From an optimization exercise on the open Yosys and OpenROAD flow, aimed at small area, a short achievable clock period and few clock cycles per item; shortcuts taken in it are not production practice. In this exercise RTL edits were held to simulation tests only and were not proved equivalent to the original.

pepper:
// aes_blk_enc
module aes_blk_enc
(
   input  logic         clk,
   input  logic         reset,
   input  logic         start,
   input  logic [127:0] key_in,
   input  logic [31:0]  data_in,
   output logic [31:0]  data_out,
   output logic         out_valid
);
==> flow/config.mk <==
export PLATFORM = sky130hd
export DESIGN_NAME = aes_blk_enc
export DESIGN_NICKNAME = aes_blk_enc
export VERILOG_FILES = /design/flow/design.v
export SDC_FILE = /design/flow/constraint.sdc
export NUM_CORES = 4
export LEC_CHECK = 0
export ABC_CLOCK_PERIOD_IN_PS = 6000
export CAP_MARGIN = 20
export CORE_MARGIN = 2
export CORE_UTILIZATION = 45
export CTS_BUF_LIST = sky130_fd_sc_hd__clkbuf_8
export CTS_CLUSTER_DIAMETER = 80
export CTS_CLUSTER_SIZE = 12
export SLEW_MARGIN = 20
==> flow/constraint.sdc <==
create_clock -name core_clock -period 25.0 [get_ports {clk}]
set_input_delay 5.0000 -clock core_clock [delete_from_list [all_inputs] [get_ports {clk}]]
set_output_delay 5.0000 -clock core_clock [all_outputs]
set_load 0.01 [all_outputs]
standard.sh (not shown) runs the stock make flow with config.mk's settings and CLKGATE_MAP_FILE= SYNTH_SCRIPT=/design/flow/synth_recipe.tcl, a recipe that flattens the netlist after the stock synthesis.
==> flow/flow/run.sh <==
#!/bin/bash
set -euo pipefail
HERE=$(pwd)
{
  echo "proc abc {args} {"
  echo "  set i [lsearch -exact \$args -script]"
  echo "  if {\$i >= 0} { set args [lreplace \$args [expr {\$i + 1}] [expr {\$i + 1}] $HERE/flow/abc.script] }"
  echo "  yosys abc {*}\$args"
  echo "}"
  cat synth_recipe.tcl
} > my_synth.tcl
sed -e "s#SYNTH_SCRIPT=[^ ]*synth_recipe.tcl#SYNTH_SCRIPT=$HERE/my_synth.tcl#" standard.sh > my_standard.sh
grep -q "SYNTH_SCRIPT=$HERE/my_synth.tcl" my_standard.sh
source flow/extra.env
bash my_standard.sh finish > flow_make.log 2>&1
==> flow/flow/abc.script <==
strash
&get -n
&dch -f
&nf -R 1000
&put
topo
stime -c
==> flow/flow/extra.env <==
export SETUP_SLACK_MARGIN=18.2
export BUFFER_PORTS_ARGS="-buffer_cell sky130_fd_sc_hd__buf_2"
pepper did not stop at any stage, and its layout met the timing, design-rule and antenna checks.
Testbench counts of pepper, summed over its fixed seeds: cycles 19,200, blocks 960.
For delta, these inputs were changed with respect to pepper:
- removing CTS_CLUSTER_DIAMETER (formerly 80)
- removing CTS_BUF_LIST (formerly sky130_fd_sc_hd__clkbuf_8)
- removing CTS_CLUSTER_SIZE (formerly 12)
- changing CORE_UTILIZATION from 45 to 55
==> flow/flow/extra.env <==
export SETUP_SLACK_MARGIN=18.0
export BUFFER_PORTS_ARGS="-inputs -buffer_cell sky130_fd_sc_hd__buf_1"
export PRE_GLOBAL_PLACE_TCL="$HERE/flow/pre_gpl.tcl"
==> flow/flow/pre_gpl.tcl (new file) <==
# Output ports get a buf_2; the inputs then get a buf_1 from ORFS's own buffer_ports call.
buffer_ports -outputs -buffer_cell sky130_fd_sc_hd__buf_2
Results
Changes observed in delta relative to pepper: worst setup slack after placement saw a decrease; die area saw a decrease; delay of the slowest cell on the worst path saw little to no change. The final routed wirelength across all metal layers on delta is in line with that on pepper. Compared with pepper, delta improves global-route wire length before repair.
What zinc does differently from delta at the input level:
- an added CTS_CLUSTER_SIZE of 15
- a change of CORE_UTILIZATION from 55 to 45
- an added CTS_CLUSTER_DIAMETER of 100
==> flow/flow/extra.env <==
export SETUP_SLACK_MARGIN=18.0
export BUFFER_PORTS_ARGS="-buffer_cell sky130_fd_sc_hd__buf_2"
removed: flow/flow/pre_gpl.tcl
[summary]
- The pin count of the biggest net entering global routing in zinc sits 1.0% above the value recorded for delta.
- Instance count after placement with tap cells included, zinc and delta: lower on delta

## the previous run
aes_blk_enc, a different RTL version from the one above (not shown whole).
Size: about 7100 cells after synthesis, about 260 flip-flops, ~0.056 mm^2 of cells after synthesis.
make LEC_CHECK=0 CAP_MARGIN=20 CORE_MARGIN=2 CORE_UTILIZATION=30 SLEW_MARGIN=20 finish   # period 25.0 ns
run.sh (not shown) runs the stock make flow with config.mk's settings and CLKGATE_MAP_FILE= SYNTH_SCRIPT=/design/flow/synth_recipe.tcl, a recipe that flattens the netlist after the stock synthesis.
Stock flow here: none of the scripts above is used.
Testbench counts of the previous run, summed over its fixed seeds: cycles 19,200, blocks 960.
Input-level comparison between the current run and the previous run:
==> flow/flow/run.sh (new file) <==
#!/bin/bash
set -euo pipefail
HERE=$(pwd)
# Synthesis script: the standard flow's own, with yosys's abc pass pointed at our ABC script.
{
  echo "proc abc {args} {"
  echo "  set i [lsearch -exact \$args -script]"
  echo "  if {\$i >= 0} { set args [lreplace \$args [expr {\$i + 1}] [expr {\$i + 1}] $HERE/flow/abc.script] }"
  echo "  yosys abc {*}\$args"
  echo "}"
  cat synth_recipe.tcl
} > my_synth.tcl
sed "s#SYNTH_SCRIPT=[^ ]*synth_recipe.tcl#SYNTH_SCRIPT=$HERE/my_synth.tcl#" standard.sh > my_standard.sh
grep -q "SYNTH_SCRIPT=$HERE/my_synth.tcl" my_standard.sh
bash my_standard.sh finish > flow_make.log 2>&1
==> flow/flow/abc.script (new file) <==
strash
&get -n
&dch -f
&nf -R 1000
&put
buffer -c
topo
stime -c
upsize -c
dnsize -c
==> flow/standard.sh (new file) <==
#!/bin/bash
# synth_recipe.tcl (not shown) runs the flow's synth.tcl, then flattens the netlist and writes it again
# the make line also repeats each setting of config.mk as NAME=value (left out here)
make -C /OpenROAD-flow-scripts/flow DESIGN_CONFIG=/design/flow/config.mk WORK_HOME=/design/flow/orfs CLKGATE_MAP_FILE= SYNTH_SCRIPT=/design/flow/synth_recipe.tcl "${@:-finish}"
-- flow/config.mk --
<<< the previous run, line 6
export NUM_CORES = 4
export LEC_CHECK = 0
export CAP_MARGIN = 20
export CORE_MARGIN = 2
>>> the current run, line 6
export NUM_CORES = 4
export LEC_CHECK = 0
export ABC_CLOCK_PERIOD_IN_PS = 6000
export CAP_MARGIN = 20
export CORE_MARGIN = 2
removed: flow/run.sh
==> comparison <==
- In the tables for the previous run and the current run, final cell count reads higher with the previous run.
- In the current run, number of buffers inserted during clock tree synthesis is lower than in the previous run.
- Compared with the previous run, the current run shows a lower die area.

-- port drivers added, routing unchanged --
Ports are ideal in the flow. The routed layouts listed here were re-timed in OpenROAD. Step 1 assumes that a clkbuf_16 drives the clock port and a buf_2 every other input. Step 2 also shifts input and output timing later by t, the mid clock arrival at the registers, as if the neighbouring blocks saw the same clock. a / b / c = ideal ports / drivers / drivers and shift; a / b = the first two.
| run | t (ns) | setup slack, ns | latest minus earliest clock arrival (ns) | worst slew at a driven data input, ns |
|---|---|---|---|---|
| pepper | 0.753 | 18.482 / 18.423 / 18.538 | 0.039 / 0.040 | 0.05 |
| delta | 0.617 | 18.343 / 18.343 / 18.343 | 0.019 / 0.019 | 0.06 |
| zinc | 0.629 | 18.308 / 18.308 / 18.308 | 0.043 / 0.043 | 0.05 |
| the previous run | 0.684 | 16.579 / 16.579 / 16.579 | 0.039 / 0.040 | 0.07 |
| the current run | 0.635 | 17.954 / 17.954 / 17.954 | 0.035 / 0.035 | 0.06 |
After both steps every run listed still meets setup and hold.
